This design comes from an exercise in tuning for small area and a short achievable clock period on the open sky130 flow, not from production work.
At most, simulation tests tie the RTL to the original design; equivalence was not proved.
The RTL of runs 2 and 3 was laid out without a check of its function.
Power and IR drop assume default switching activity.

===== flow/config.mk =====
export PLATFORM = sky130hd
export DESIGN_NAME = trail_stack
export DESIGN_NICKNAME = trail_stack
export VERILOG_FILES = /design/flow/design.v
export SDC_FILE = /design/flow/constraint.sdc
export NUM_CORES = 4
export LEC_CHECK = 0
export CAP_MARGIN = 20
export CORE_MARGIN = 2
export CORE_UTILIZATION = 40
export CTS_CLUSTER_DIAMETER = 80
export CTS_CLUSTER_SIZE = 30
export SETUP_SLACK_MARGIN = 2.8
export SLEW_MARGIN = 20

===== flow/constraint.sdc =====
create_clock -name core_clock -period 5.5 [get_ports {clock}]
set_input_delay 1.1000 -clock core_clock [delete_from_list [all_inputs] [get_ports {clock}]]
set_output_delay 1.1000 -clock core_clock [all_outputs]
set_load 0.01 [all_outputs]

===== flow/design.v =====
module trail_stack #(
    parameter int DATA_W = 32,
    parameter int DEPTH  = 64,
    parameter int LEVELS = 16
) (
    input  logic                          clock,
    input  logic                          reset,
    input  logic                          push,
    input  logic [DATA_W-1:0]             push_data,
    input  logic                          pop,
    output logic [DATA_W-1:0]             pop_data,
    output logic                          pop_valid,
    output logic [DATA_W-1:0]             top,
    input  logic                          mark,
    input  logic                          backtrack,
    input  logic [$clog2(LEVELS+1)-1:0]   bt_level,
    output logic                          unwind_valid,
    output logic [DATA_W-1:0]             unwind_data,
    output logic                          busy,
    output logic [$clog2(DEPTH+1)-1:0]    size,
    output logic [$clog2(LEVELS+1)-1:0]   level,
    output logic                          full,
    output logic                          empty,
    output logic                          err_overflow,
    output logic                          err_underflow
);
    localparam int SW = $clog2(DEPTH + 1);
    localparam int LW = $clog2(LEVELS + 1);
    logic [DATA_W-1:0] slot [1:DEPTH-1];
    logic [DATA_W-1:0] top_q;
    logic [SW-1:0]     marks [1:LEVELS];
    logic [SW-1:0]     target;
    logic [LW-1:0]     tgt_level;
    logic [DEPTH:0]    sz_oh;      
    logic [DATA_W-1:0] rd;         
    logic [SW-1:0]     mark_rd;    
    assign top   = top_q;
    logic [SW-1:0]     size_n;
    assign empty = sz_oh[0];
    assign full  = size[SW-1];
    always_comb begin
        rd = '0;
        for (int k = 1; k < DEPTH; k++) rd = rd | ({DATA_W{sz_oh[k+1]}} & slot[k]);
    end
    always_comb begin
        mark_rd = '0;
        for (int l = 1; l <= LEVELS; l++)
            if (bt_level == LW'(l)) mark_rd = marks[l];
    end
    always_ff @(posedge clock)
        for (int k = 1; k < DEPTH; k++)
            if (sz_oh[k]) slot[k] <= top_q;
    logic bt_go, do_rep, do_push, do_pop, unw_step;
    always_comb begin
        bt_go    = !busy && backtrack && bt_level < level;
        do_rep   = !busy && !bt_go && push && pop && !empty;
        do_push  = !busy && !bt_go && push && !(pop && !empty) && !full;
        do_pop   = !busy && !bt_go && !push && pop && !empty;
        unw_step = busy && size > target;
        if (do_push) size_n = size + 1'b1;
        else if (do_pop || unw_step) size_n = size - 1'b1;
        else size_n = size;
    end
    always_ff @(posedge clock) begin
        pop_valid <= 1'b0;
        unwind_valid <= 1'b0;
        if (!busy) begin
            target <= mark_rd;
            tgt_level <= bt_level;
        end
        if (reset) begin
            busy <= 1'b0;
            size <= '0;
            sz_oh <= (DEPTH+1)'(1);
            level <= '0;
            top_q <= '0;
            pop_data <= '0;
            unwind_data <= '0;
            err_overflow <= 1'b0;
            err_underflow <= 1'b0;
        end else begin
            if (do_push || do_rep) top_q <= push_data;
            else if (do_pop || unw_step) top_q <= rd;
            if (do_pop || do_rep) begin
                pop_data <= top_q;
                pop_valid <= 1'b1;
            end
            if (unw_step) begin
                unwind_data <= top_q;
                unwind_valid <= 1'b1;
            end
            size <= size_n;
            if (do_push) sz_oh <= {sz_oh[DEPTH-1:0], 1'b0};
            else if (do_pop || unw_step) sz_oh <= {1'b0, sz_oh[DEPTH:1]};
            if (busy) begin
                if (!unw_step) begin
                    busy <= 1'b0;
                    level <= tgt_level;
                end
            end else if (bt_go) begin
                busy <= 1'b1;
            end else begin
                if (backtrack) err_underflow <= 1'b1;
                if (push && !(pop && !empty) && full) err_overflow <= 1'b1;
                if (!push && pop && empty) err_underflow <= 1'b1;
                if (mark) begin
                    if (level == LW'(LEVELS)) err_overflow <= 1'b1;
                    else begin
                        marks[level + 1'b1] <= size;
                        level <= level + 1'b1;
                    end
                end
            end
        end
    end
endmodule

===== flow/run.sh =====
#!/bin/bash
# synth_recipe.tcl (not shown) runs the flow's synth.tcl, then flattens the netlist and writes it again
# the make line also repeats each setting of config.mk as NAME=value (left out here)
make -C /OpenROAD-flow-scripts/flow DESIGN_CONFIG=/design/flow/config.mk WORK_HOME=/design/flow/orfs CLKGATE_MAP_FILE= SYNTH_SCRIPT=/design/flow/synth_recipe.tcl finish

==> metrics.md, run 1 <==
| Metric | Value |
|---|---|
| Status | `timing/DRC/antenna clean` |
| Gpl congestion | `0.8289` |
| I/O Buffers | `157` |
| Post-synth top area cell | `edfxtp_1` |
| VDD IR-drop max | `0.2629 mV` |
| Pwr dens | `356.2 nW/um2` |
| Core area | `209,200 um2` |
| HPWL Detailed | `148,600 um` |
| Synth top area cells | `edfxtp_1 (76%), dfxtp_1 (4.2%), a22oi_1 (3.3%), a221oi_1 (3.1%), a22o_1 (3.1%)` |
| CTS tree | `done` |
| Synth top area share | `76.44%` |
| Via density | `6.689` |
| Number of synthesized flops with an enable pin | `2,140` |
| Number of synthesized register bits | `2,318` |
| Cells after synthesis | `4,665` |
| Initial antenna violation count | `6` |
| Initial core utilization | `40.19%` |
| Pin count of the biggest net entering global routing | `70` |
| DRT Pass-1 Iters | `8` |
| Power Total | `0.03401 W` |
| Leak | `30.82 nW` |
| Clock transition at path regs | `0.11 ns` |
| Synth Area in Compound Gates | `12.27%` |
| Syn_nets | `4,730` |
| Final setup margin | `2.429 ns` |
| CTS max path bufs | `3` |
| Setup Skew | `0.04742 ns` |
| Num rows | `168` |
| Synthesized area | `84,060 um2` |
| XOR/XNOR Fraction of Synth Area | `0.07293%` |
| Area share of and/or/nand/nor cells after synthesis | `3.466%` |
| Required @ worst endpoint | `6.19 ns` |
| Slew Limit Fails | `0` |
| Vias in the first global route | `48,070` |
| Unrepaired setup endpoints after global routing | `true` |
| Largest family of logic cells by synthesized area | `compound AO/OA/AOI/OAI gates` |
| First-pass GRT wire length | `405,700 um` |
| Worst-path maximum fanout | `6` |
| Kind of critical path | `in2reg` |
| Crit path DAT | `3.77 ns` |
| DR vias | `52,100` |
| Multiplexer share of the synthesized area | `1.506%` |
| Crit. End Element | `flip-flop` |
| TritonCTS buffer count | `94` |
| Avg WL per Cell | `38.65 um` |
| Remaining antenna violation count | `0` |
| DR DRC count | `0` |
| Worst min-delay path class | `reg2reg` |
| Post-layout min period | `3.071 ns` |
| Cell variety after synth | `69` |
| Final setup vio count | `0` |
| Synth warnings | `2` |
| Initial DRC Count | `9,364` |
| Post-synth top flop | `edfxtp_1` |
| Count of final hold-check violations | `0` |
| TNS Setup | `0 ns` |
| Layout area overhead | `13.57%` |
| Fin crit share | `55.83%` |
| Die area | `213,800 um2` |
| Seq/Total Area, Yosys | `80.68%` |
| Gr usage total | `27.06%` |
| Startpoint types | `input port` |
| Final Net Count | `4,965` |
| Worst slew margin | `24.28%` |
| Die extent in x | `462.4 um` |
| IO Pins | `158` |
| H-tree lvl count | `3` |
| DIE HEIGHT | `462.4 um` |
| Synth Area in Adders | `0.3364%` |
| Clock Tree Root | `clkbuf_16` |
| Max_cap viols | `0` |
| Slew @ Worst Pin | `1.136 ns` |
| Fill cells | `17,710` |
| Peak Freq | `325.6 MHz` |
| Placement Setup Slack | `0.8487 ns` |
| Syn avg cell area | `18.02 um2` |
| Ys async rst share | `0%` |
| Final WL | `301,000 um` |
| Sink Count | `2,318` |
| Skew-Pair Late Insertion Delay | `0.79 ns` |
| Share of layout cells above drive strength 1 | `13.59%` |
| GR Overflow Total | `0` |
==> synthesized netlist by cell type, types with 4 or more instances <==
master	number
o2bb2ai_1	63
inv_1	23
a31oi_1	4
or4_1	32
nor4_1	33
dfxtp_1	178
nand2_1	94
xnor2_1	5
a211o_1	4
a21oi_1	74
a222oi_1	32
o211a_1	5
nand4_1	130
buf_1	38
clkbuf_1	271
nand2b_1	9
ha_1	21
a2111oi_0	23
buf_4	7
a311oi_1	4
a2111oi_1	10
o311ai_0	5
buf_2	11
nand3b_1	4
a22o_1	295
buf_6	4
a21boi_0	5
mux2i_1	113
a211oi_1	4
nor3_1	5
nor2b_1	17
nand3_1	76
o22ai_1	17
o211ai_1	4
a221oi_1	296
a21o_1	5
o21a_1	6
nor2_1	149
edfxtp_1	2140
mux2_2	12
o21ai_0	20
a22oi_1	371
and2_1	10
==> routing by layer <==
metal | vias up | routed length, um | track usage, %
li1 | 19990 | - | -
met1 | 27440 | 111600 | 37.23
met2 | 3977 | 136600 | 42.63
met3 | 696 | 38430 | 5.231
met4 | 4 | 14390 | 10.34
met5 | - | 27 | 0
==> critical path, stage by stage <==
cell             delay, ns
clkdlybuf4s15_1       0.32
ha_2                  0.26
nand2_1               0.10
a21oi_2               0.18
a31oi_4               0.06
nor3_4                0.21
inv_4                 0.10
ha_4                  0.23
nor2b_4               0.13
o31a_1                0.25
o21ai_1               0.15
nand2b_1              0.09
or4_1                 0.41
a31oi_1               0.17
==> what timing repair did <==
item | in CTS | in global routing
gates resized for setup | 320 | 78
gates cloned | 17 | 13
setup endpoints to repair | 383 | 196
hold buffers | 0 | 0
setup buffers | 66 | 42
pin swaps | 13 | 29
==> state kept, by name, summed over array words and instances, names as in the netlist <==
register and flops:
pop_valid 1, pop_data 32, top_q 32, err_underflow 1, sz_oh 65, tgt_level 5
level 5, target 7, unwind_valid 1, busy 1, marks 112, err_overflow 1
unwind_data 32, slot 2016, size 7
==> cells by family after synthesis <==
family / Yosys count
adders and majority gates: 22
DFF: 2318
buffers and inverters: 355
and+or+nand+nor: 570
AOI/OAI and AO/OA: 1268
muxes: 125
xor gates and xnor gates: 7
==> stage by stage <==
step                      hold WS [ns]  std cells  instance area [um2]  util, %
after CTS                       0.4573       7730                94560    45.21
after global routing            0.4767       7785                95460    45.64
after global placement          0.4415       7471                89980    43.02
final                           0.4557       7789                95470    45.65
after detailed placement        0.4459       7471                89980    43.02
after floorplan                 0.4805       4665                84460        -
==> final cells by class <==
cell class,count,area (um2),share of cell area [%]
multi-input combinational,1992,15430,16.17
timing repair buffer,470,5293,5.544
antenna,4,10.01,0.01048
inverter,24,96.34,0.1009
clock inverter,32,317.8,0.3329
clock buffer,144,2624,2.748
sequential,2318,68180,71.42
tap,2805,3510,3.676
==> cell usage in the layout (no fill, tap or decap), types with 17 or more instances in the layout <==
master	netlist	layout
a21oi_1	74	69
a221oi_1	296	296
a222oi_1	32	32
a22o_1	295	295
a22oi_1	371	371
buf_12	0	52
buf_4	7	202
buf_6	4	21
clkbuf_1	271	45
clkbuf_16	0	106
clkdlybuf4s50_1	0	35
dfxtp_1	178	63
dfxtp_2	0	29
dfxtp_4	0	86
dlygate4sd2_1	0	86
edfxtp_1	2140	2140
inv_1	23	19
mux2i_1	113	110
nand2_1	94	87
nand3_1	76	75
nand4_1	130	130
nor2_1	149	130
nor2_4	0	19
nor4_1	33	22
o21ai_0	20	18
o22ai_1	17	17
o2bb2ai_1	63	63
or4_1	32	32
==> worst paths after layout <==
path,cells after the start,startpoint,slack (ns),to
max,14,bt_level[3],2.43,size[6]
min,2,unwind_data[29],0.46,unwind_data[29]
max reg2reg,14,level[1],2.44,size[6]
min reg2reg,2,unwind_data[29],0.46,unwind_data[29]
==> where the power goes <==
group	internal, W	switching (W)	total (W)	leakage [nW]
logic	0.00142	0.00277	0.00419	8.25
clock network	0.00346	0.00547	0.00893	1.42
registers	0.0206	0.000258	0.0209	21.1
==> inputs of run 2 (changes only) <==
--- a/flow/design.v
+++ b/flow/design.v
@@ -36,7 +36,8 @@
     logic [SW-1:0]     mark_rd;    
     assign top   = top_q;
-    logic [SW-1:0]     size_n;
-    assign empty = sz_oh[0];
+    assign empty = size == '0;
     assign full  = size[SW-1];
+    always_comb
+        for (int k = 0; k <= DEPTH; k++) sz_oh[k] = size == SW'(k);
     always_comb begin
         rd = '0;
@@ -58,7 +59,4 @@
         do_pop   = !busy && !bt_go && !push && pop && !empty;
         unw_step = busy && size > target;
-        if (do_push) size_n = size + 1'b1;
-        else if (do_pop || unw_step) size_n = size - 1'b1;
-        else size_n = size;
     end
     always_ff @(posedge clock) begin
@@ -72,5 +70,4 @@
             busy <= 1'b0;
             size <= '0;
-            sz_oh <= (DEPTH+1)'(1);
             level <= '0;
             top_q <= '0;
@@ -90,7 +87,6 @@
                 unwind_valid <= 1'b1;
             end
-            size <= size_n;
-            if (do_push) sz_oh <= {sz_oh[DEPTH-1:0], 1'b0};
-            else if (do_pop || unw_step) sz_oh <= {1'b0, sz_oh[DEPTH:1]};
+            if (do_push) size <= size + 1'b1;
+            else if (do_pop || unw_step) size <= size - 1'b1;
             if (busy) begin
                 if (!unw_step) begin
--- a/flow/config.mk
+++ b/flow/config.mk
@@ -9,6 +9,3 @@
 export CORE_MARGIN = 2
 export CORE_UTILIZATION = 40
-export CTS_CLUSTER_DIAMETER = 80
-export CTS_CLUSTER_SIZE = 30
-export SETUP_SLACK_MARGIN = 2.8
 export SLEW_MARGIN = 20
==> run 2 against run 1 <==
Net effect:
- still clean on timing, DRC and antenna
- register-to-register slack worse by 1.5 ns
- worst hold slack better by 0.0018 ns
- core utilization up 1.8 points
- clock-buffer cell count up 118
- global-route usage up 1.4 points
- cell area up 1.7%
- area after synthesis down 2.1%
- critical path type is now reg2out
- largest cell class unchanged
==> metrics.md, run 2 <==
| Metric | Value |
|---|---|
| CTS max path bufs | `3` |
| Syn avg cell area | `17.46 um2` |
| Clk network pwr share | `35.9%` |
| Most frequent cells in the layout | `edfxtp_1 (2,140), a22oi_1 (816), buf_4 (284), nand2_1 (223), clkbuf_16 (215)` |
| Layout Utilization | `47.45%` |
| Sw Ratio | `27.50%` |
| Gr usage total | `28.45%` |
| Ys async rst share | `0%` |
| Commonest non-fill, non-tap cell in the layout | `edfxtp_1` |
| Required @ worst endpoint | `4.40 ns` |
| TNS Setup | `0 ns` |
| Leak | `31.38 nW` |
| Initial core utilization | `40.22%` |
| Pwr dens | `427.6 nW/um2` |
| Worst min-delay path class | `reg2reg` |
| Worst reg2reg startpoint | `size[6]` |
| VDD IR-drop max | `0.3596 mV` |
| Cell variety after synth | `76` |
| Clock transition at path regs | `0.06 ns` |
| Biggest regs | `slot (2016), marks (112)` |
| Layout area overhead | `17.96%` |
| Initial DRC Count | `10,830` |
| Number of synthesized register bits | `2,253` |
| Fin crit share | `89.87%` |
| Final WL | `305,900 um` |
| Die area | `209,400 um2` |
| Final setup vio count | `0` |
| Most frequent cell after synthesis | `edfxtp_1` |
| I/O Buffers | `157` |
| Seq/Total Area, Yosys | `80.84%` |
| Synth top area cells | `edfxtp_1 (78%), a22oi_1 (7.4%), dfxtp_1 (2.7%), nand4_1 (1.1%), nand2_1 (1.0%)` |
| Critical path startpoint | `size[0]` |
| Vias in the first global route | `49,590` |
| Peak Freq | `202.3 MHz` |
| Post-synth top cells | `edfxtp_1 (2,140), a22oi_1 (816), nand2_1 (223)` |
| Post-synth top flop | `edfxtp_1` |
| Core area | `204,600 um2` |
| TritonCTS buffer count | `215` |
| Kind of critical path | `reg2out` |
| Number of synthesized flops with an enable pin | `2,140` |
| DIE HEIGHT | `457.6 um` |
| First-pass GRT wire length | `414,100 um` |
| CTS tree | `done` |
| Clock Tree Root | `clkbuf_16` |
| Unrepaired setup endpoints after global routing | `false` |
| Initial antenna violation count | `8` |
| DR vias | `52,760` |
| Slew Limit Fails | `0` |
| Avg WL per Cell | `38.07 um` |
| Synth warnings | `2` |
| Via density | `6.566` |
| Final Net Count | `5,221` |
| Grt met3 use | `6.345%` |
| Met2 usage | `43.32%` |
| Max reg flops | `2,016` |
| Worst slew margin | `19.24%` |
| Setup bufs post-CTS | `0` |
| Post-synth top area cell | `edfxtp_1` |
| Power Total | `0.04151 W` |
| Skew-Pair Late Insertion Delay | `0.88 ns` |
| Max_cap viols | `0` |
| Switch Pwr | `0.01141 W` |
| Remaining antenna violation count | `0` |
| Count of final hold-check violations | `0` |
| H-tree lvl count | `4` |
| IO Pins | `158` |
| Startpoint types | `flip-flop` |
| Crit. End Element | `output pin` |
| Setup Skew | `0.08068 ns` |
| DR DRC count | `0` |
| Synth top area share | `78.09%` |
| Routing usage on met1 | `39.27%` |
| Crit path DAT | `3.84 ns` |
| Status | `timing/DRC/antenna clean` |
| HP Start | `pop_data[5]` |
| Fill cells | `17,000` |
| Hold-fix buffers, CTS | `0` |
| P_int | `0.03010 W` |
| Post-route cell area | `97,070 um2` |
| Post-layout min period | `4.943 ns` |
| Pin count of the biggest net entering global routing | `68` |
| Flop pwr share | `50.7%` |
| GR Overflow Total | `0` |
| Top reg by flops | `slot` |
| Share of layout cells above drive strength 1 | `14.87%` |
| HPWL Detailed | `175,100 um` |
| Num rows | `166` |
| Worst-path maximum fanout | `9` |
| Slew @ Worst Pin | `1.209 ns` |
| Die extent in x | `457.6 um` |
| DRT Pass-1 Iters | `6` |
| Syn_nets | `4,777` |
| Synthesized area | `82,290 um2` |
| Post-cts repair resize count | `0` |
| Comb power frac | `13.4%` |
| Global route hottest layer | `met2` |
| Sink Count | `2,253` |
| Area after DPL | `89,990 um2` |
| Gpl congestion | `0.8849` |
| Worst hold margin | `0.4575 ns` |
| Cells after synthesis | `4,712` |
-- run 2: power groups by stage --
stage | sequential (W) | combinational (W) | clock, W
after floorplan | 0.0217 | 0.00181 | 0
after global placement | 0.0214 | 0.00528 | 0
after detailed placement | 0.0214 | 0.00536 | 0
after CTS | 0.0211 | 0.00537 | 0.0149
after global routing | 0.0211 | 0.00566 | 0.0156
final | 0.0211 | 0.00555 | 0.0149
-- run 2: worst paths after layout --
check                                    to  slack, ns  cells after the start
worst min-delay path            pop_data[5]       0.46                      2
worst max register to register    top_q[23]       0.99                     10
worst max-delay path                  empty       0.56                      5
worst min register to register  pop_data[5]       0.46                      2
-- run 2: area by class of cell --
| cell class | instances | area, um2 | area share (%) |
|---|---|---|---|
| clock inverters | 144 | 1474 | 1.518 |
| flip-flops and latches | 2253 | 66570 | 68.58 |
| clock buffers | 262 | 5597 | 5.766 |
| diodes | 2 | 5.005 | 0.005156 |
| multi-input cells | 2164 | 15060 | 15.52 |
| inverters | 21 | 78.83 | 0.08121 |
| well taps | 2688 | 3363 | 3.465 |
| repair buffers | 501 | 4915 | 5.063 |
-- run 2: per-stage QoR --
step / setup slack, ns / std cells
after floorplan: 1.834 / 4712
final: 0.5571 / 8035
after CTS: 0.5924 / 8033
after global placement: 0.7247 / 7626
after detailed placement: 1.014 / 7627
after global routing: 0.4727 / 8033
-- run 2: cells by family (layout without fill, tap and decap cells) --
group	Yosys count	after routing	synth area share (%)
flops	2253	2253	80.84
buf+inv	295	928	1.534
xor+xnor	8	8	0.08515
mux	46	46	0.5702
fa+ha+maj	22	22	0.3345
compound gates	1177	1177	10.77
simple gates	911	911	5.868
other cells	0	2	0
-- run 2: critical path: stages (launching register included) --
cell and delay, ns:
dfxtp_1 0.37, inv_1 0.19, ha_1 0.41, or4b_1 0.87, nor2_1 0.54, clkdlybuf4s50_1 0.64
-- run 2: per-layer routing --
layer,share of wire [%],up-vias,wire [um]
li1,-,20430,-
met1,37,27140,113900
met2,45,4395,136200
met3,13,798,39660
met4,5.3,0,16170
met5,0,-,0
==> inputs of run 3 (changes only) <==
--- a/flow/design.v
+++ b/flow/design.v
@@ -35,13 +35,16 @@
     logic [DATA_W-1:0] rd;         
     logic [SW-1:0]     mark_rd;    
+    logic [LEVELS-1:0] lvl_gt;     
+    logic [LEVELS-1:0] tgt_gt;     
     assign top   = top_q;
-    assign empty = size == '0;
+    logic [SW-1:0]     size_n;
+    assign empty = sz_oh[0];
     assign full  = size[SW-1];
-    always_comb
-        for (int k = 0; k <= DEPTH; k++) sz_oh[k] = size == SW'(k);
     always_comb begin
         rd = '0;
         for (int k = 1; k < DEPTH; k++) rd = rd | ({DATA_W{sz_oh[k+1]}} & slot[k]);
     end
+    always_comb
+        for (int v = 0; v < LEVELS; v++) tgt_gt[v] = tgt_level > LW'(v);
     always_comb begin
         mark_rd = '0;
@@ -52,11 +55,17 @@
         for (int k = 1; k < DEPTH; k++)
             if (sz_oh[k]) slot[k] <= top_q;
+    always_ff @(posedge clock)
+        for (int l = 1; l <= LEVELS; l++)
+            if ((l == 1 ? 1'b1 : lvl_gt[(l == 1) ? 0 : l-2]) && !lvl_gt[l-1]) marks[l] <= size;
     logic bt_go, do_rep, do_push, do_pop, unw_step;
     always_comb begin
-        bt_go    = !busy && backtrack && bt_level < level;
+        bt_go    = !busy && backtrack && !bt_level[LW-1] && lvl_gt[bt_level[LW-2:0]];
         do_rep   = !busy && !bt_go && push && pop && !empty;
         do_push  = !busy && !bt_go && push && !(pop && !empty) && !full;
         do_pop   = !busy && !bt_go && !push && pop && !empty;
         unw_step = busy && size > target;
+        if (do_push) size_n = size + 1'b1;
+        else if (do_pop || unw_step) size_n = size - 1'b1;
+        else size_n = size;
     end
     always_ff @(posedge clock) begin
@@ -70,5 +79,7 @@
             busy <= 1'b0;
             size <= '0;
+            sz_oh <= (DEPTH+1)'(1);
             level <= '0;
+            lvl_gt <= '0;
             top_q <= '0;
             pop_data <= '0;
@@ -87,10 +98,12 @@
                 unwind_valid <= 1'b1;
             end
-            if (do_push) size <= size + 1'b1;
-            else if (do_pop || unw_step) size <= size - 1'b1;
+            size <= size_n;
+            if (do_push) sz_oh <= {sz_oh[DEPTH-1:0], 1'b0};
+            else if (do_pop || unw_step) sz_oh <= {1'b0, sz_oh[DEPTH:1]};
             if (busy) begin
                 if (!unw_step) begin
                     busy <= 1'b0;
                     level <= tgt_level;
+                    lvl_gt <= tgt_gt;
                 end
             end else if (bt_go) begin
@@ -103,6 +116,6 @@
                     if (level == LW'(LEVELS)) err_overflow <= 1'b1;
                     else begin
-                        marks[level + 1'b1] <= size;
                         level <= level + 1'b1;
+                        lvl_gt <= {lvl_gt[LEVELS-2:0], 1'b1};
                     end
                 end
==> flow/flow/run.sh (new file) <==
#!/bin/bash
# The standard layout, with plain buffers (not delay cells) on the ports.
set -euo pipefail
export BUFFER_PORTS_ARGS="-buffer_cell sky130_fd_sc_hd__buf_2"
bash standard.sh > standard.log 2>&1
==> flow/standard.sh (new file) <==
#!/bin/bash
# synth_recipe.tcl (not shown) runs the flow's synth.tcl, then flattens the netlist and writes it again
# the make line also repeats each setting of config.mk as NAME=value (left out here)
make -C /OpenROAD-flow-scripts/flow DESIGN_CONFIG=/design/flow/config.mk WORK_HOME=/design/flow/orfs CLKGATE_MAP_FILE= SYNTH_SCRIPT=/design/flow/synth_recipe.tcl "${@:-finish}"
--- a/flow/config.mk
+++ b/flow/config.mk
@@ -9,3 +9,6 @@
 export CORE_MARGIN = 2
 export CORE_UTILIZATION = 40
+export CTS_CLUSTER_DIAMETER = 70
+export CTS_CLUSTER_SIZE = 24
+export SETUP_SLACK_MARGIN = 2.9
 export SLEW_MARGIN = 20
removed: flow/run.sh
==> run 3 against run 2 <==
Net effect:
- still clean
- core utilization shrank 1.3 points
- clock-buffer cell count is 90 lower
- flip-flop and latch count increased by 81
- clock skew decreased by 0.036 ns
- routed wire length up 3.9%
- critical path depth rose by 8
- die area increased by 4.0%
- critical endpoint is now size[5]
- final cell count is essentially flat
- total power decreased by 15%
- area after synthesis is 4.1% higher
- sequential share of layout area is 1.2 points higher
- clock power decreased by 29%
- largest cell class unchanged
==> metrics.md, run 3 <==
| Metric | Value |
|---|---|
| Worst min-delay path class | `reg2reg` |
| Final setup margin | `2.704 ns` |
| Leak | `31.49 nW` |
| Fill cells | `17,980` |
| Slew Limit Fails | `0` |
| Max reg flops | `2,016` |
| DIE HEIGHT | `466.7 um` |
| Worst hold margin | `0.4489 ns` |
| Initial antenna violation count | `15` |
| Die extent in x | `466.7 um` |
| Final Net Count | `5,180` |
| Multi-input logic area | `16,880 um2` |
| Final setup vio count | `0` |
| Slew @ Worst Pin | `1.079 ns` |
| Synthesized area | `85,630 um2` |
| Post-synth top area cell | `edfxtp_1` |
| Share of layout cells above drive strength 1 | `18.30%` |
| Via density | `6.857` |
| Initial core utilization | `40.29%` |
| Seq/Total Area, Yosys | `79.58%` |
| Core area | `212,500 um2` |
| H-tree lvl count | `3` |
| Initial DRC Count | `10,220` |
| Crit path DAT | `3.51 ns` |
| Vias in the first global route | `50,090` |
| Placed cells | `7,694` |
| Kind of critical path | `in2reg` |
| Ys async rst share | `0%` |
| Number of synthesized flops with an enable pin | `2,140` |
| Final WL | `318,000 um` |
| Worst-path maximum fanout | `6` |
| DRT Pass-1 Iters | `7` |
| Skew-Pair Late Insertion Delay | `0.84 ns` |
| Cells after synthesis | `4,883` |
| Biggest regs | `slot (2016), marks (112), sz_oh (65)` |
| Crit. End Element | `flip-flop` |
| Worst slew margin | `28.04%` |
| Required @ worst endpoint | `6.22 ns` |
| CTS max path bufs | `3` |
| DR vias | `55,150` |
| CTS tree | `done` |
| Unrepaired setup endpoints after global routing | `true` |
| Synth top area share | `75.05%` |
| Status | `timing/DRC/antenna clean` |
| Pwr dens | `357.7 nW/um2` |
| GR Overflow Total | `0` |
| IO Pins | `158` |
| Power Total | `0.03511 W` |
| Startpoint types | `input port` |
| Cell variety after synth | `79` |
| Layout area overhead | `14.63%` |
| TNS Setup | `0 ns` |
| Die area | `217,800 um2` |
| VDD IR-drop max | `0.2795 mV` |
| Top reg by flops | `slot` |
| Gr usage total | `27.92%` |
| Fin cells | `8,043` |
| Post-synth top cells | `edfxtp_1 (2,140), a221oi_1 (476), a22o_1 (475)` |
| Placement Setup Slack | `1.179 ns` |
| Fin crit share | `50.83%` |
| I/O Buffers | `157` |
| HPWL Detailed | `164,900 um` |
| Clock Tree Root | `clkbuf_16` |
| Syn_nets | `4,941` |
| Max_cap viols | `0` |
| Syn avg cell area | `17.54 um2` |
| Synth warnings | `3` |
| Reg area | `68,500 um2` |
| TritonCTS buffer count | `121` |
| DR DRC count | `0` |
| Pin count of the biggest net entering global routing | `67` |
| Sink Count | `2,334` |
| Gpl congestion | `0.8534` |
| Count of final hold-check violations | `0` |
| Commonest non-fill, non-tap cell in the layout | `edfxtp_1` |
| Avg WL per Cell | `39.53 um` |
| First-pass GRT wire length | `423,100 um` |
| Peak Freq | `357.7 MHz` |
| Number of synthesized register bits | `2,334` |
| Num rows | `169` |
| Most frequent cell after synthesis | `edfxtp_1` |
| Setup Skew | `0.04493 ns` |
| Post-synth top flop | `edfxtp_1` |
| Hold-fix buffers, CTS | `0` |
| Synth top area cells | `edfxtp_1 (75%), a221oi_1 (4.9%), a22o_1 (4.9%), dfxtp_1 (4.5%), clkbuf_1 (1.4%)` |
| Post-layout min period | `2.796 ns` |
| Clock transition at path regs | `0.09 ns` |
| Remaining antenna violation count | `0` |
| Most frequent cells in the layout | `edfxtp_1 (2,140), a221oi_1 (476), a22o_1 (475), buf_4 (238), nand2_1 (227)` |
## run 3: kinds of logic (layout without fill, tap and decap cells)
group | count (synthesis) | after routing | synth area share (%)
flip-flops | 2334 | 2334 | 79.58
other | 0 | 4 | 0
XOR/XNOR | 4 | 4 | 0.04092
AO/OA/AOI/OAI | 1410 | 1412 | 13.84
buffers and inverters | 418 | 748 | 1.942
adder cells (fa/ha/maj) | 15 | 15 | 0.2280
AND/OR/NAND/NOR | 691 | 694 | 4.210
multiplexers | 11 | 11 | 0.1593
## run 3: path summary, 6_finish.rpt
kind                                   start            to  slack [ns]  cells past startpoint
worst min register to register  err_overflow  err_overflow        0.45                      2
worst max-delay path             bt_level[1]       size[5]        2.70                     13
worst max register to register    lvl_gt[12]       size[5]        2.74                     12
worst min-delay path            err_overflow  err_overflow        0.45                      2
## run 3: cell type report
cell class / count / area share (%)
diodes: 4 / 0.01020
well taps: 2821 / 3.596
clock buffers: 172 / 3.396
repair buffers: 506 / 5.273
clock inverters: 47 / 0.6463
multi-input cells: 2136 / 17.19
flip-flops and latches: 2334 / 69.79
inverters: 22 / 0.09178
repair inverters: 1 / 0.006373
## run 3: through the flow
step / cell area [um2] / utilization (%)
2_1_floorplan: 86110 / -
3_3_place_gp: 91210 / 42.92
3_5_place_dp: 91220 / 42.93
4_1_cts: 97190 / 45.73
5_1_grt: 98150 / 46.19
6_report: 98160 / 46.19
## run 3: where the power goes
part | switching [W] | internal (W) | total [W] | leakage, nW
sequential | 0.000288 | 0.0206 | 0.0209 | 21.3
clock | 0.00593 | 0.00466 | 0.0106 | 1.91
combinational | 0.00251 | 0.00111 | 0.00362 | 8.29
total | 0.00872 | 0.0264 | 0.0351 | 31.5
## run 3: metal layers
metal / vias to the layer above / track usage [%] / part of all wire [%]
met2: 4454 / 42.99 / 45
met5: - / 0 / 0.021
met3: 725 / 5.990 / 14
met4: 12 / 10.76 / 4.8
li1: 21060 / - / -
met1: 28900 / 38.85 / 37
## run 3: what timing repair did
| action | in CTS | in global routing |
|---|---|---|
| buffers inserted | 57 | 35 |
| pin swaps | 16 | 26 |
| resized for setup | 188 | 77 |
| gates cloned | 26 | 7 |
| setup endpoints to repair | 230 | 156 |
## run 3: critical path, cell delays in order
cell and delay, ns:
buf_12 0.09, mux4_2 0.51, nor2_2 0.12, nand4b_1 0.19, and3_4 0.30, inv_8 0.06
ha_4 0.21, a21o_1 0.16, a21oi_2 0.17, o21bai_1 0.12, a21oi_2 0.18, xnor2_1 0.08
a31o_2 0.22
==> inputs of run 4 (changes only) <==
--- a/flow/design.v
+++ b/flow/design.v
@@ -38,5 +38,4 @@
     logic [LEVELS-1:0] tgt_gt;     
     assign top   = top_q;
-    logic [SW-1:0]     size_n;
     assign empty = sz_oh[0];
     assign full  = size[SW-1];
@@ -58,5 +57,7 @@
         for (int l = 1; l <= LEVELS; l++)
             if ((l == 1 ? 1'b1 : lvl_gt[(l == 1) ? 0 : l-2]) && !lvl_gt[l-1]) marks[l] <= size;
-    logic bt_go, do_rep, do_push, do_pop, unw_step;
+    logic          go;
+    logic [SW-1:0] size_p1, size_m1;
+    logic bt_go, do_rep, do_push, do_pop;
     always_comb begin
         bt_go    = !busy && backtrack && !bt_level[LW-1] && lvl_gt[bt_level[LW-2:0]];
@@ -64,8 +65,5 @@
         do_push  = !busy && !bt_go && push && !(pop && !empty) && !full;
         do_pop   = !busy && !bt_go && !push && pop && !empty;
-        unw_step = busy && size > target;
-        if (do_push) size_n = size + 1'b1;
-        else if (do_pop || unw_step) size_n = size - 1'b1;
-        else size_n = size;
+        go       = busy && size > target;
     end
     always_ff @(posedge clock) begin
@@ -79,4 +77,6 @@
             busy <= 1'b0;
             size <= '0;
+            size_p1 <= SW'(1);
+            size_m1 <= '1;
             sz_oh <= (DEPTH+1)'(1);
             level <= '0;
@@ -89,18 +89,26 @@
         end else begin
             if (do_push || do_rep) top_q <= push_data;
-            else if (do_pop || unw_step) top_q <= rd;
+            else if (do_pop || go) top_q <= rd;
             if (do_pop || do_rep) begin
                 pop_data <= top_q;
                 pop_valid <= 1'b1;
             end
-            if (unw_step) begin
+            if (go) begin
                 unwind_data <= top_q;
                 unwind_valid <= 1'b1;
             end
-            size <= size_n;
-            if (do_push) sz_oh <= {sz_oh[DEPTH-1:0], 1'b0};
-            else if (do_pop || unw_step) sz_oh <= {1'b0, sz_oh[DEPTH:1]};
+            if (do_push) begin
+                size <= size_p1;
+                size_p1 <= size_p1 + 1'b1;
+                size_m1 <= size;
+                sz_oh <= {sz_oh[DEPTH-1:0], 1'b0};
+            end else if (do_pop || go) begin
+                size <= size_m1;
+                size_p1 <= size;
+                size_m1 <= size_m1 - 1'b1;
+                sz_oh <= {1'b0, sz_oh[DEPTH:1]};
+            end
             if (busy) begin
-                if (!unw_step) begin
+                if (!go) begin
                     busy <= 1'b0;
                     level <= tgt_level;
==> run 4 against run 3 <==
Net effect:
- worst setup slack better by 0.082 ns
- clock power is 4% higher
- non-clock buffer count is 127 higher
- routed wire length is 5.4% higher
- combinational power is 49% higher
- maximum frequency is 3.0% higher
- global-route usage is 1.2 points higher
- critical path depth is 5 lower
- flip-flop and latch count is 14 higher
- via count is 1.3% higher
- total power is 8.7% higher
- critical endpoint is now top_q[11]
==> metrics.md, run 4 <==
| Metric | Value |
|---|---|
| Max_cap viols | `0` |
| Initial antenna violation count | `14` |
| Post-synth top cells | `edfxtp_1 (2,140), a221oi_1 (491), a22o_1 (483)` |
| CTS max path bufs | `3` |
| IO Pins | `158` |
| Unrepaired setup endpoints after global routing | `true` |
| Fin cells | `8,115` |
| Fill cells | `17,670` |
| HPWL Detailed | `163,600 um` |
| Placement Setup Slack | `1.370 ns` |
| Clock transition at path regs | `0.10 ns` |
| Critical Path Max Stage Delay | `0.58 ns` |
| I/O Buffers | `157` |
| Sink Count | `2,348` |
| Number of synthesized register bits | `2,348` |
| Commonest non-fill, non-tap cell in the layout | `edfxtp_1` |
| Most frequent cells in the layout | `edfxtp_1 (2,140), a22o_1 (483), a221oi_1 (477), buf_4 (285), nor2_1 (166)` |
| Fin crit share | `49.35%` |
| Crit. End Element | `flip-flop` |
| Final Net Count | `5,244` |
| Layout area overhead | `17.09%` |
| Top reg by flops | `slot` |
| Setup Skew | `0.04440 ns` |
| Slew @ Worst Pin | `1.302 ns` |
| TritonCTS buffer count | `130` |
| Final setup margin | `2.786 ns` |
| VDD IR-drop max | `0.3201 mV` |
| Die area | `216,500 um2` |
| First-pass GRT wire length | `434,300 um` |
| Max reg flops | `2,016` |
| Number of synthesized flops with an enable pin | `2,140` |
| Placed cells | `7,631` |
| Slew Limit Fails | `0` |
| Remaining antenna violation count | `0` |
| Pin count of the biggest net entering global routing | `118` |
| Core area | `211,900 um2` |
| Final WL | `335,100 um` |
| Num rows | `169` |
| Final setup vio count | `0` |
| Gr usage total | `29.10%` |
| Share of layout cells above drive strength 1 | `19.56%` |
| Worst path cell trace | `buf_12 -> a22o_1 -> a221oi_1 -> nand4_1 -> nor4_4 -> o21ai_0 -> o21ai_0 -> o21ai_1` |
| Post-layout min period | `2.714 ns` |
| Biggest regs | `slot (2016), marks (112), sz_oh (65)` |
| Clock Tree Root | `clkbuf_16` |
| Status | `timing/DRC/antenna clean` |
| Die extent in x | `465.3 um` |
| Worst min-delay path class | `reg2reg` |
| Skew-Pair Late Insertion Delay | `0.83 ns` |
| Startpoint types | `flip-flop` |
| Ys async rst share | `0%` |
| Syn avg cell area | `17.80 um2` |
| DIE HEIGHT | `465.3 um` |
| Worst-path maximum fanout | `34` |
| Gpl congestion | `0.8822` |
| GR Overflow Total | `0` |
| H-tree lvl count | `4` |
| Syn_nets | `4,836` |
| Synthesized area | `85,100 um2` |
| Synth warnings | `3` |
| Cell variety after synth | `66` |
| TNS Setup | `0 ns` |
| Crit-path slowest cell | `nor4_4` |
| DRT Pass-1 Iters | `10` |
| Most used cell, CP | `o21ai_0` |
| Required @ worst endpoint | `6.21 ns` |
| Avg WL per Cell | `41.29 um` |
| Post-synth top area cell | `edfxtp_1` |
| Synth top area share | `75.51%` |
| DR DRC count | `0` |
| Vias in the first global route | `49,890` |
| Kind of critical path | `reg2reg` |
| Synth top area cells | `edfxtp_1 (76%), a221oi_1 (5.1%), a22o_1 (5.0%), dfxtp_1 (4.9%), clkbuf_1 (1.4%)` |
| Pwr dens | `383.1 nW/um2` |
| Count of final hold-check violations | `0` |
| Initial DRC Count | `11,360` |
| Seq/Total Area, Yosys | `80.40%` |
| DR vias | `55,870` |
| Area after DPL | `90,420 um2` |
| Worst slew margin | `13.21%` |
| Cells after synthesis | `4,782` |
| Initial core utilization | `40.17%` |
| Leak | `32.39 nW` |
| Peak Freq | `368.5 MHz` |
| Crit path DAT | `3.42 ns` |
| Via density | `6.884` |
| Most frequent cell after synthesis | `edfxtp_1` |
| CTS tree | `done` |
| Post-synth top flop | `edfxtp_1` |
| Post-route cell area | `99,650 um2` |
## run 4: cell count changes after synthesis, sizes merged, moves of 26 or more
| cell | delta |
|---|---|
| a2111oi | -30 |
| a211oi | +36 |
| a21oi | -28 |
| a221o | -61 |
| a222oi | +33 |
| a31oi | -61 |
| and3 | -64 |
| buf | -26 |
| mux2i | +74 |
| nand2 | -95 |
| nor2 | +109 |
| nor4 | -34 |
| o21ai | +90 |
## run 4: area by class of cell
type                       count  area [um2]  share of cell area (%)
sequential                  2348       68780                   69.02
multi-input combinational   2057       15880                   15.94
timing repair buffer         633        7169                   7.195
tap                         2821        3530                   3.542
clock buffer                 163        3497                   3.509
clock inverter                59       675.6                  0.6780
inverter                      20       80.08                 0.08036
antenna                       14       35.03                 0.03516
## run 4: where the power goes
| part | leakage, nW | internal (W) | switching [W] |
|---|---|---|---|
| combinational | 8.54 | 0.00170 | 0.00371 |
| clock | 2.02 | 0.00497 | 0.00603 |
| sequential | 21.8 | 0.0210 | 0.000783 |
| total | 32.4 | 0.0276 | 0.0105 |
## run 4: timing repair
action | CTS | global route
buffers inserted | 97 | 107
cloned | 38 | 6
setup endpoints to repair | 214 | 172
hold buffers | 0 | 0
resized for setup | 238 | 106
pin swaps | 16 | 26
## run 4: worst paths after layout
path	startpoint	cells past startpoint	to	slack [ns]
setup / recovery	sz_oh[63]	8	top_q[11]	2.79
hold / removal	unwind_data[28]	2	unwind_data[28]	0.46
setup reg to reg	sz_oh[63]	8	top_q[11]	2.79
hold reg to reg	unwind_data[28]	2	unwind_data[28]	0.46
## run 4: critical path: cells and delay by family (launching register included)
family                 cells  cell delay (ns)
AO/OA/AOI/OAI              5             0.88
buffers and inverters      1             0.29
flip-flops                 1             0.55
AND/OR/NAND/NOR            2             0.81
## run 4: through the flow
stage                     power, W  hold WS [ns]  util [%]
final                      0.03817        0.4555     47.03
after global routing       0.03888        0.4746     47.02
after CTS                  0.03757        0.4552     46.20
after detailed placement   0.02620        0.4430     42.68
after global placement     0.02611        0.4323     42.67
after floorplan            0.02386        0.4687         -
## run 4: logic make-up after synthesis
logic type / after synthesis / share of synthesized area [%]
flops: 2348 / 80.40
compound gates: 1375 / 13.21
simple gates: 567 / 3.246
buf+inv: 380 / 1.757
mux: 93 / 1.137
fa+ha+maj: 11 / 0.1617
xor+xnor: 8 / 0.08233
## run 4: metal layers
| metal | routed length (um) | GRT usage [%] | up-vias |
|---|---|---|---|
| li1 | - | - | 20940 |
| met1 | 117300 | 40.21 | 28750 |
| met2 | 145900 | 43.87 | 5259 |
| met3 | 53960 | 7.536 | 905 |
| met4 | 17900 | 11.94 | 12 |
| met5 | 77 | 0 | - |
==> inputs of run 5 (changes only) <==
--- a/flow/config.mk
+++ b/flow/config.mk
@@ -8,5 +8,5 @@
 export CAP_MARGIN = 20
 export CORE_MARGIN = 2
-export CORE_UTILIZATION = 40
+export CORE_UTILIZATION = 62
 export CTS_CLUSTER_DIAMETER = 70
 export CTS_CLUSTER_SIZE = 24
==> run 5 against run 4 <==
Net effect:
- still clean on timing, DRC and antenna
- sequential share of layout area rose by 1.0 points
- routed wire length decreased by 2.4%
- area after synthesis did not move
- register-to-register slack better by 0.05 ns
- combinational power fell by 5.2%
- synthesized cell count stayed put
- critical endpoint is now top_q[7]
- largest cell class unchanged
- largest power group unchanged
==> metrics.md, run 5 <==
| Metric | Value |
|---|---|
| Status | `timing/DRC/antenna clean` |
| Fill cells | `8,301` |
| Count of final hold-check violations | `0` |
| HPWL Detailed | `158,500 um` |
| Gpl congestion | `0.8717` |
| Post-synth top area cell | `edfxtp_1` |
| Layout Utilization | `72.27%` |
| Max reg flops | `2,016` |
| Peak Freq | `374.7 MHz` |
| Startpoint types | `flip-flop` |
| Initial DRC Count | `11,860` |
| Gr usage total | `44.26%` |
| WHS Path Cells | `2` |
| Share of layout cells above drive strength 1 | `19.31%` |
| Worst reg2reg startpoint | `sz_oh[20]` |
| TNS Setup | `0 ns` |
| CTS tree | `done` |
| Final WL | `327,100 um` |
| Initial core utilization | `62.66%` |
| Die area | `140,200 um2` |
| Final setup vio count | `0` |
| CTS max path bufs | `3` |
| Final Net Count | `5,232` |
| Hold path endpoint | `unwind_data[31]` |
| DR vias | `56,560` |
| Setup Skew | `0.03284 ns` |
| Clock Tree Root | `clkbuf_16` |
| Cells after synthesis | `4,782` |
| Worst reg-to-reg path cell count | `9` |
| I/O Buffers | `157` |
| Power Total | `0.03817 W` |
| Final setup margin | `2.831 ns` |
| Die extent in x | `374.5 um` |
| Worst-path maximum fanout | `30` |
| HP Start | `unwind_data[31]` |
| Pin count of the biggest net entering global routing | `90` |
| Most used cell, CP | `o21ai_0` |
| Slew @ Worst Pin | `1.202 ns` |
| Critical Path Max Stage Delay | `0.52 ns` |
| Layout area overhead | `15.33%` |
| Crit path DAT | `3.34 ns` |
| R2r setup slk | `2.83 ns` |
| First-pass GRT wire length | `421,700 um` |
| GR Overflow Total | `0` |
| IO Pins | `158` |
| Biggest regs | `slot (2016), marks (112), sz_oh (65)` |
| Fin crit share | `48.53%` |
| Avg WL per Cell | `46.26 um` |
| Most frequent cells in the layout | `edfxtp_1 (2,140), a22o_1 (483), a221oi_1 (482), buf_4 (266), nor2_1 (165)` |
| Crit. End Element | `flip-flop` |
| Worst slew margin | `19.87%` |
| DRT Pass-1 Iters | `13` |
| Cell variety after synth | `66` |
| Remaining antenna violation count | `0` |
| Max_cap viols | `0` |
| Initial antenna violation count | `31` |
| Vias in the first global route | `50,350` |
| Required @ worst endpoint | `6.17 ns` |
| Via density | `7.999` |
| Worst min-delay path class | `reg2reg` |
| Syn avg cell area | `17.80 um2` |
| Number of synthesized register bits | `2,348` |
| Number of synthesized flops with an enable pin | `2,140` |
| Hold-fix buffers, CTS | `0` |
| Post-layout min period | `2.669 ns` |
| Leak | `32.34 nW` |
| Skew-Pair Late Insertion Delay | `0.82 ns` |
| Worst path cell trace | `buf_12 -> buf_4 -> a22o_1 -> a221oi_1 -> nand4_1 -> nor4_4 -> o21ai_0 -> o21ai_0 -> o21ai_0` |
| H-tree lvl count | `4` |
| Synth top area cells | `edfxtp_1 (76%), a221oi_1 (5.1%), a22o_1 (5.0%), dfxtp_1 (4.9%), clkbuf_1 (1.4%)` |
| Post-synth top flop | `edfxtp_1` |
| Crit-path slowest cell | `dfxtp_4` |
| Synth top area share | `75.51%` |
| Kind of critical path | `reg2reg` |
| Post-route cell area | `98,150 um2` |
| Num rows | `135` |
| VDD IR-drop max | `0.3423 mV` |
| Syn_nets | `4,836` |
| Crit path buf inv count | `2` |
| DR DRC count | `0` |
| DIE HEIGHT | `374.5 um` |
| Area after DPL | `89,170 um2` |
| Most frequent cell after synthesis | `edfxtp_1` |
| TritonCTS buffer count | `130` |
| Core area | `135,800 um2` |
| Clock transition at path regs | `0.09 ns` |
| Synthesized area | `85,100 um2` |
| Pwr dens | `388.9 nW/um2` |
| Ys async rst share | `0%` |
| Sink Count | `2,348` |
| Crit path max-delay family | `compound AO/OA/AOI/OAI gates` |
| Placement Setup Slack | `0.8215 ns` |
| Post-synth top cells | `edfxtp_1 (2,140), a221oi_1 (491), a22o_1 (483)` |
| Top reg by flops | `slot` |
| Synth warnings | `3` |
| Slew Limit Fails | `0` |
| Seq/Total Area, Yosys | `80.40%` |
| Commonest non-fill, non-tap cell in the layout | `edfxtp_1` |
| Reg-to-Reg End | `top_q[7]` |
| Unrepaired setup endpoints after global routing | `true` |
[run 5: changes by cell type in the layout (fill, tap and decap cells not counted), moves of 6 or more]
| cell | before | now |
|---|---|---|
| buf_2 | 129 | 147 |
| nor4_1 | 11 | 19 |
| bufbuf_16 | 32 | 22 |
| o21ai_2 | 6 | 0 |
| clkbuf_16 | 140 | 158 |
| clkinv_4 | 2 | 13 |
| buf_6 | 58 | 45 |
| buf_4 | 285 | 266 |
| nor4_4 | 20 | 11 |
[run 5: layout make-up]
cell class | count | area, um2 | share of cell area, %
Antenna cell | 14 | 35.03 | 0.03569
Sequential cell | 2348 | 68760 | 70.06
Clock buffer | 172 | 3719 | 3.789
Inverter | 20 | 82.58 | 0.08413
Multi-Input combinational cell | 2060 | 15820 | 16.12
Clock inverter | 58 | 654.4 | 0.6667
Timing Repair Buffer | 618 | 6848 | 6.977
Tap cell | 1781 | 2228 | 2.270
[run 5: cells by family (layout without fill, tap and decap cells)]
| logic type | count (synthesis) | after routing | share of synthesized area [%] |
|---|---|---|---|
| DFF | 2348 | 2348 | 80.40 |
| AOI/OAI and AO/OA | 1375 | 1377 | 13.21 |
| and+or+nand+nor | 567 | 571 | 3.246 |
| buffers and inverters | 380 | 868 | 1.757 |
| muxes | 93 | 93 | 1.137 |
| adders and majority gates | 11 | 11 | 0.1617 |
| xor gates and xnor gates | 8 | 8 | 0.08233 |
| other | 0 | 14 | 0 |
[run 5: through the flow]
| step | hold WS (ns) | cells |
|---|---|---|
| 3_3_place_gp | 0.4391 | 6598 |
| 5_1_grt | 0.4743 | 7061 |
| 4_1_cts | 0.4559 | 6935 |
| 3_5_place_dp | 0.4434 | 6598 |
| 2_1_floorplan | 0.4687 | 4782 |
| 6_report | 0.4535 | 7071 |
[run 5: worst min-delay path: cells and delay by family, from the launching register on]
family,cells,cell delay (ns)
compound gates,1,0.05
flops,1,0.31
simple gates,1,0.05
[run 5: what timing repair did]
| item | in CTS | in global routing |
|---|---|---|
| gates resized for setup | 179 | 109 |
| setup buffers | 76 | 105 |
| setup endpoints to repair | 235 | 191 |
| pin swaps | 10 | 46 |
| cloned | 31 | 17 |
[run 5: worst max path at each step]
stage / from / to / slack, ns / depth (start not counted)
final: sz_oh[20] / top_q[7] / 2.83 / 9
after floorplan: bt_level[1] / sz_oh[42] / 2.13 / 13
after CTS: size[1] / sz_oh[36] / 2.77 / 10
after global placement: bt_level[0] / sz_oh[38] / 0.95 / 9
after global routing: size[1] / sz_oh[0] / 2.73 / 12
after detailed placement: bt_level[0] / sz_oh[32] / 0.82 / 9
[run 5: metal layers]
layer	vias up	global-route usage (%)	wire [um]
li1	20930	-	-
met1	28470	62.36	108500
met2	5978	64.59	139500
met3	1145	12.35	57030
met4	44	21.13	21660
met5	-	0	341
[run 5: power by group]
part,switching (W),internal (W)
logic,0.00352,0.00161
registers,0.000862,0.0210
clock network,0.00589,0.00532
==> inputs of run 6 (changes only) <==
--- a/flow/config.mk
+++ b/flow/config.mk
@@ -9,6 +9,6 @@
 export CORE_MARGIN = 2
 export CORE_UTILIZATION = 62
-export CTS_CLUSTER_DIAMETER = 70
-export CTS_CLUSTER_SIZE = 24
-export SETUP_SLACK_MARGIN = 2.9
+export CTS_CLUSTER_DIAMETER = 60
+export CTS_CLUSTER_SIZE = 28
+export SETUP_SLACK_MARGIN = 2.8
 export SLEW_MARGIN = 20
==> run 6 against run 5 <==
Net effect:
- synthesized cell count did not move
- sequential power about the same
- core utilization shrank 1.2 points
- maximum frequency down 2.6%
- final cell count shrank 1.6%
- worst setup slack worse by 0.071 ns
- via count fell by 3.5%
- critical path type unchanged
- still clean on timing, DRC and antenna
==> metrics.md, run 6 <==
| Metric | Value |
|---|---|
| Status | `timing/DRC/antenna clean` |
| Clock transition at path regs | `0.10 ns` |
| Clock Tree Root | `clkbuf_16` |
| Cell variety after synth | `66` |
| Comb power frac | `11.3%` |
| Avg WL per Cell | `43.71 um` |
| Worst-path maximum fanout | `27` |
| Synth warnings | `3` |
| Synth top area cells | `edfxtp_1 (76%), a221oi_1 (5.1%), a22o_1 (5.0%), dfxtp_1 (4.9%), clkbuf_1 (1.4%)` |
| Slew @ Worst Pin | `1.139 ns` |
| Syn_nets | `4,836` |
| TritonCTS buffer count | `143` |
| Top reg by flops | `slot` |
| Crit-path slowest cell | `dfxtp_4` |
| Most frequent cells in the layout | `edfxtp_1 (2,140), a221oi_1 (484), a22o_1 (483), buf_4 (213), nor2_1 (166)` |
| Synthesized area | `85,100 um2` |
| Post-layout min period | `2.740 ns` |
| Crit. End Element | `flip-flop` |
| Kind of critical path | `reg2reg` |
| VDD IR-drop max | `0.3537 mV` |
| H-tree lvl count | `4` |
| Count of final hold-check violations | `0` |
| Final setup vio count | `0` |
| Leak | `31.58 nW` |
| Number of synthesized flops with an enable pin | `2,140` |
| Fin cells | `6,958` |
| Gr usage total | `42.12%` |
| Skew-Pair Late Insertion Delay | `0.83 ns` |
| DR DRC count | `0` |
| Unrepaired setup endpoints after global routing | `true` |
| Fin crit share | `49.81%` |
| DR vias | `54,600` |
| Crit path DAT | `3.45 ns` |
| Switch Pwr | `0.01048 W` |
| DIE HEIGHT | `374.5 um` |
| P_int | `0.02829 W` |
| Worst path cell trace | `buf_4 -> a22o_1 -> a221oi_1 -> nand4_1 -> nor4_1 -> o21ai_0 -> o21ai_0 -> o21ai_0` |
| Pwr dens | `401.7 nW/um2` |
| Post-synth top cells | `edfxtp_1 (2,140), a221oi_1 (491), a22o_1 (483)` |
| Most frequent cell after synthesis | `edfxtp_1` |
| Post-synth top flop | `edfxtp_1` |
| Sink Count | `2,348` |
| CTS tree | `done` |
| Slew Limit Fails | `0` |
| Startpoint types | `flip-flop` |
| Via density | `7.846` |
| Die area | `140,200 um2` |
| Synth top area share | `75.51%` |
| Share of layout cells above drive strength 1 | `17.54%` |
| Layout Utilization | `71.08%` |
| Flop pwr share | `56.8%` |
| Core area | `135,800 um2` |
| Layout area overhead | `13.43%` |
| Pin count of the biggest net entering global routing | `94` |
| Commonest non-fill, non-tap cell in the layout | `edfxtp_1` |
| Max_cap viols | `0` |
| CTS max path bufs | `3` |
| R2r setup slk | `2.76 ns` |
| Crit path buf inv count | `1` |
| HPWL Detailed | `159,700 um` |
| Number of synthesized register bits | `2,348` |
| First-pass GRT wire length | `404,500 um` |
| Initial antenna violation count | `17` |
| TNS Setup | `0 ns` |
| Ys async rst share | `0%` |
| Most used cell, CP | `o21ai_0` |
| Seq/Total Area, Yosys | `80.40%` |
| Worst hold margin | `0.4562 ns` |
| Num rows | `135` |
| GR Overflow Total | `0` |
| Initial DRC Count | `10,370` |
| Die extent in x | `374.5 um` |
| Critical Path Max Stage Delay | `0.58 ns` |
| Vias in the first global route | `49,320` |
| Initial core utilization | `62.66%` |
| Gpl congestion | `0.8639` |
| Final Net Count | `5,095` |
| Biggest regs | `slot (2016), marks (112), sz_oh (65)` |
| Syn avg cell area | `17.80 um2` |
| Worst slew margin | `24.08%` |
| Remaining antenna violation count | `0` |
| Final WL | `304,100 um` |
| Sw Ratio | `27.03%` |
| Cells after synthesis | `4,782` |
| Peak Freq | `365.0 MHz` |
| Power Total | `0.03877 W` |
| IO Pins | `158` |
| Placed cells | `6,612` |
| Crit path max-delay family | `compound AO/OA/AOI/OAI gates` |
| Clk network pwr share | `31.9%` |
| I/O Buffers | `157` |
| Post-synth top area cell | `edfxtp_1` |
| Max reg flops | `2,016` |
| Worst min-delay path class | `reg2reg` |
| DRT Pass-1 Iters | `9` |
| Setup Skew | `0.04658 ns` |
| Required @ worst endpoint | `6.21 ns` |
-- run 6: kinds of logic (layout without fill, tap and decap cells) --
| kind of cell | Yosys count | in the layout | share of synthesized area (%) |
|---|---|---|---|
| flops | 2348 | 2348 | 80.40 |
| compound gates | 1375 | 1377 | 13.21 |
| simple gates | 567 | 569 | 3.246 |
| buf+inv | 380 | 758 | 1.757 |
| mux | 93 | 93 | 1.137 |
| fa+ha+maj | 11 | 11 | 0.1617 |
| xor+xnor | 8 | 8 | 0.08233 |
| other cells | 0 | 13 | 0 |
-- run 6: power groups by stage --
| stage | clock, W | sequential, W | combinational (W) |
|---|---|---|---|
| after floorplan | 0 | 0.0222 | 0.00165 |
| after global placement | 0 | 0.0223 | 0.00370 |
| after detailed placement | 0 | 0.0224 | 0.00373 |
| after CTS | 0.0124 | 0.0220 | 0.00401 |
| after global routing | 0.0130 | 0.0220 | 0.00449 |
| final | 0.0124 | 0.0220 | 0.00438 |
-- run 6: area by class of cell --
class                      count  area (um2)
antenna                       13       32.53
clock buffer                 164        3933
clock inverter               104        1272
fill                        8538       39280
inverter                      20       86.33
multi-input combinational   2058       15640
sequential                  2348       68730
tap                         1781        2228
timing repair buffer         470        4604
-- run 6: through the flow --
step | cell area [um2] | setup slack [ns]
2_1_floorplan | 85200 | 2.127
3_3_place_gp | 89260 | 1.129
3_5_place_dp | 89260 | 1.071
4_1_cts | 95830 | 2.699
5_1_grt | 96510 | 2.740
6_report | 96530 | 2.760
-- run 6: worst reg2reg max path: stages, from the launching register on --
cell and delay, ns:
dfxtp_4 0.58, buf_4 0.37, a22o_1 0.30, a221oi_1 0.43, nand4_1 0.24, nor4_1 0.39, o21ai_0 0.14, o21ai_0 0.10
o21ai_0 0.10
-- run 6: path summary, 6_finish.rpt --
| kind | endpoint | cells past startpoint | from |
|---|---|---|---|
| hold / removal | unwind_data[31] | 2 | unwind_data[31] |
| hold reg to reg | unwind_data[31] | 2 | unwind_data[31] |
| setup / recovery | top_q[18] | 8 | sz_oh[7] |
| setup reg to reg | top_q[18] | 8 | sz_oh[7] |
-- run 6: what timing repair did --
item,4_1_cts,5_1_grt
setup endpoints to repair,196,163
resized for setup,106,61
setup buffers,16,21
hold buffers,0,0
gates cloned,24,4
pin swaps,6,12
-- run 6: per-layer routing --
metal / up-vias / wire length, um / track usage [%]
met2: 5045 / 134900 / 63.01
met5: - / 85 / 0
li1: 20690 / - / -
met1: 27990 / 107200 / 60.20
met4: 14 / 15090 / 16.02
met3: 858 / 46850 / 11.00
==> inputs of run 7 (changes only) <==
--- a/flow/design.v
+++ b/flow/design.v
@@ -40,7 +40,15 @@
     assign empty = sz_oh[0];
     assign full  = size[SW-1];
-    always_comb begin
-        rd = '0;
-        for (int k = 1; k < DEPTH; k++) rd = rd | ({DATA_W{sz_oh[k+1]}} & slot[k]);
+    localparam int NG = (DEPTH - 1) / 3;
+    logic [NG-1:0] rd_n [DATA_W];
+    for (genvar b = 0; b < DATA_W; b++) begin : g_rd
+        for (genvar g = 0; g < NG; g++) begin : g_grp
+            trail_stack_aoi222 u_aoi (
+                .a0(slot[3*g+1][b]), .s0(sz_oh[3*g+2]),
+                .a1(slot[3*g+2][b]), .s1(sz_oh[3*g+3]),
+                .a2(slot[3*g+3][b]), .s2(sz_oh[3*g+4]),
+                .y(rd_n[b][g]));
+        end
+        assign rd[b] = ~&rd_n[b];
     end
     always_comb
@@ -132,2 +140,8 @@
     end
 endmodule
+module trail_stack_aoi222 (
+    input  logic a0, s0, a1, s1, a2, s2,
+    output logic y
+);
+    assign y = ~(a0 & s0 | a1 & s1 | a2 & s2);
+endmodule
--- a/flow/config.mk
+++ b/flow/config.mk
@@ -9,6 +9,7 @@
 export CORE_MARGIN = 2
 export CORE_UTILIZATION = 62
-export CTS_CLUSTER_DIAMETER = 60
-export CTS_CLUSTER_SIZE = 28
+export CTS_CLUSTER_DIAMETER = 70
+export CTS_CLUSTER_SIZE = 24
 export SETUP_SLACK_MARGIN = 2.8
 export SLEW_MARGIN = 20
+export SYNTH_HIERARCHICAL = 1
==> run 7 against run 6 <==
Net effect:
- critical path depth shrank 2
- routed wire length is 29% lower
- via count is 14% lower
- core utilization decreased by 0.96 points
- final cell count decreased by 6.5%
- flip-flop and latch count did not move
- clock skew shrank 0.022 ns
- cell area is 4.3% lower
==> metrics.md, run 7 <==
| Metric | Value |
|---|---|
| Status | `timing/DRC/antenna clean` |
| Grt met3 use | `5.425%` |
| Cell variety after synth | `64` |
| DRT Pass-1 Iters | `11` |
| Post-synth top cells | `edfxtp_1 (2,140), a222oi_1 (676), dfxtp_1 (208)` |
| Ys async rst share | `0%` |
| Share of layout cells above drive strength 1 | `15.12%` |
| Via density | `7.208` |
| Post-synth top flop | `edfxtp_1` |
| Placement Setup Slack | `1.164 ns` |
| Leak | `29.56 nW` |
| Synth top area cells | `edfxtp_1 (78%), a222oi_1 (8.2%), dfxtp_1 (5.0%), mux2i_1 (1.1%), nand4_1 (1.0%)` |
| Worst path cell trace | `buf_4 -> a222oi_1 -> nand4_1 -> or4_1 -> nor4_1 -> o31ai_1` |
| Seq/Total Area, Yosys | `82.88%` |
| DIE HEIGHT | `368.9 um` |
| Placed cells | `6,213` |
| Biggest regs | `slot (2016), marks (112), sz_oh (65)` |
| Number of synthesized flops with an enable pin | `2,140` |
| Fill cells | `8,405` |
| Number of synthesized register bits | `2,348` |
| Clock Tree Root | `clkbuf_16` |
| Avg WL per Cell | `33.19 um` |
| Worst min-delay path class | `reg2reg` |
| Worst slew margin | `27.28%` |
| Most frequent cells in the layout | `edfxtp_1 (2,140), a222oi_1 (676), nand2_1 (175), nor2_1 (164), buf_2 (153)` |
| Reg area | `68,730 um2` |
| Remaining antenna violation count | `0` |
| Required @ worst endpoint | `6.15 ns` |
| First-pass GRT wire length | `304,000 um` |
| TNS Setup | `0 ns` |
| CTS tree | `done` |
| Initial core utilization | `62.64%` |
| Final setup vio count | `0` |
| CTS max path bufs | `3` |
| Startpoint types | `flip-flop` |
| IO Pins | `158` |
| Peak Freq | `369.3 MHz` |
| Crit path DAT | `3.36 ns` |
| Cells after synthesis | `4,278` |
| Synthesized area | `82,560 um2` |
| Syn_nets | `4,332` |
| Crit-path slowest cell | `or4_1` |
| Synth warnings | `12` |
| Skew-Pair Late Insertion Delay | `0.79 ns` |
| Synth top area share | `77.84%` |
| Initial DRC Count | `8,534` |
| Slew Limit Fails | `0` |
| HPWL Detailed | `112,500 um` |
| Unrepaired setup endpoints after global routing | `false` |
| Crit. End Element | `flip-flop` |
| Layout area overhead | `11.94%` |
| Initial antenna violation count | `9` |
| Global route hottest layer | `met2` |
| Final WL | `215,900 um` |
| Post-synth top area cell | `edfxtp_1` |
| Routing usage on met1 | `46.22%` |
| Pwr dens | `388.7 nW/um2` |
| Final Net Count | `4,708` |
| Fin crit share | `49.23%` |
| Pin count of the biggest net entering global routing | `104` |
| TritonCTS buffer count | `132` |
| Multi-input logic area | `13,970 um2` |
| Num rows | `133` |
| Commonest non-fill, non-tap cell in the layout | `edfxtp_1` |
| I/O Buffers | `157` |
| Count of final hold-check violations | `0` |
| Final setup margin | `2.792 ns` |
| Clock transition at path regs | `0.09 ns` |
| Post-layout min period | `2.708 ns` |
| Gr usage total | `30.78%` |
| H-tree lvl count | `4` |
| Worst-path maximum fanout | `22` |
| DR DRC count | `0` |
| Die extent in x | `368.9 um` |
| DR vias | `46,900` |
| Sink Count | `2,348` |
| Syn avg cell area | `19.30 um2` |
| Max reg flops | `2,016` |
| Setup Skew | `0.02494 ns` |
| Core area | `131,800 um2` |
| Die area | `136,100 um2` |
| Slew @ Worst Pin | `1.091 ns` |
| GR Overflow Total | `0` |
| Top reg by flops | `slot` |
| Most frequent cell after synthesis | `edfxtp_1` |
| Max_cap viols | `0` |
| Critical Path Max Stage Delay | `0.69 ns` |
| VDD IR-drop max | `0.3297 mV` |
| Met2 usage | `47.80%` |
| Fin cells | `6,506` |
| Gpl congestion | `0.8201` |
| Worst hold margin | `0.4530 ns` |
| Kind of critical path | `reg2reg` |
| Vias in the first global route | `43,640` |
run 7: metrics by stage:
| stage | utilization (%) | area, um2 | power (W) |
|---|---|---|---|
| after global routing | 70.11 | 92410 | 0.03697 |
| after floorplan | - | 82720 | 0.02361 |
| after detailed placement | 65.55 | 86400 | 0.02519 |
| after global placement | 65.55 | 86400 | 0.02510 |
| after CTS | 69.55 | 91670 | 0.03588 |
| final | 70.12 | 92410 | 0.03592 |
run 7: critical path, delay by kind of cell, from the launching register on:
family	cells	cell delay, ns
AOI/OAI and AO/OA	2	0.47
buffers and inverters	1	0.34
and+or+nand+nor	3	1.24
DFF	1	0.51
run 7: logic make-up (layout without fill, tap and decap cells):
family	Yosys count	count (layout)	share of synthesized area (%)
simple gates	705	707	4.297
flops	2348	2348	82.88
other cells	0	3	0
buf+inv	118	583	0.6472
xor+xnor	1	1	0.01061
fa+ha+maj	11	11	0.1667
compound gates	1004	1007	10.86
mux	91	91	1.134
run 7: path summary, 6_finish.rpt:
kind / start / to / slack, ns / cells after the start
worst max register to register: sz_oh[55] / top_q[0] / 2.79 / 6
worst max-delay path: sz_oh[55] / top_q[0] / 2.79 / 6
worst min-delay path: unwind_data[26] / unwind_data[26] / 0.45 / 2
worst min register to register: unwind_data[26] / unwind_data[26] / 0.45 / 2
run 7: Yosys stat by module (local to each module, per instance):
module              copies in the design  flops+latches  area, um2  cells inside
trail_stack                            1           2348      75830          3606
trail_stack_aoi222                   672              0      10.01             1
run 7: layer usage:
metal | vias up | wire (um)
met5 | - | 13
met4 | 2 | 4522
met3 | 269 | 22800
met2 | 2582 | 102000
met1 | 24270 | 86620
li1 | 19780 | -
run 7: layout make-up:
cell class	instances	area share [%]
antenna	3	0.008123
clock buffer	164	3.979
clock inverter	64	0.6485
inverter	19	0.07717
multi-input combinational	1817	15.11
sequential	2348	74.37
tap	1755	2.376
timing repair buffer	336	3.429
run 7: what timing repair did:
| item | 4_1_cts | 5_1_grt |
|---|---|---|
| endpoints found under the setup margin | 198 | 134 |
| gates cloned | 14 | 3 |
| hold buffers | 0 | 0 |
| gates resized for setup | 109 | 70 |
| pin swaps | 23 | 23 |
| setup buffers | 18 | 27 |
run 7: power by group:
group / internal [W] / switching, W
clock: 0.00505 / 0.00571
combinational: 0.000998 / 0.00226
sequential: 0.0210 / 0.000891

port drivers added, routing unchanged:
How much do the figures lean on ideal ports? The routed layouts below were timed once more, with nothing changed but the port constraints.
Step 1: set_driving_cell puts a clkbuf_16 on clock and a buf_2 on each other input, an assumption about the parent block.
Step 2 moves the port delays by t, midway between the first and last clock arrival at a register: inputs arrive t later, outputs are due t later. That takes back most of the time a late clock gives input paths.
Three values: ideal, step 1, step 2; two values: the first two.
run	shift t [ns]	setup WS [ns]	hold WS [ns]	latest minus earliest clock arrival (ns)	worst data-port slew with drivers (ns)
run 1	0.868	2.429 / 2.437 / 1.640	0.456 / 0.456 / 0.456	0.049 / 0.050	0.09
run 2	0.929	0.557 / 0.467 / 0.888	0.457 / 0.457 / 0.457	0.087 / 0.086	0.12
run 3	0.899	2.704 / 2.728 / 1.829	0.449 / 0.449 / 0.449	0.061 / 0.061	0.13
run 4	0.901	2.786 / 2.783 / 1.882	0.456 / 0.453 / 0.456	0.052 / 0.051	0.20
run 5	0.882	2.831 / 2.754 / 1.936	0.454 / 0.454 / 0.454	0.048 / 0.048	0.18
run 6	0.895	2.760 / 2.680 / 1.957	0.456 / 0.456 / 0.456	0.048 / 0.049	0.15
run 7	0.865	2.792 / 2.752 / 1.983	0.453 / 0.453 / 0.453	0.028 / 0.027	0.07
After both steps every run listed still meets setup and hold. For run 4, which loses most, drivers alone change the setup slack by -0.003 ns; drivers and shift together by -0.904 ns.
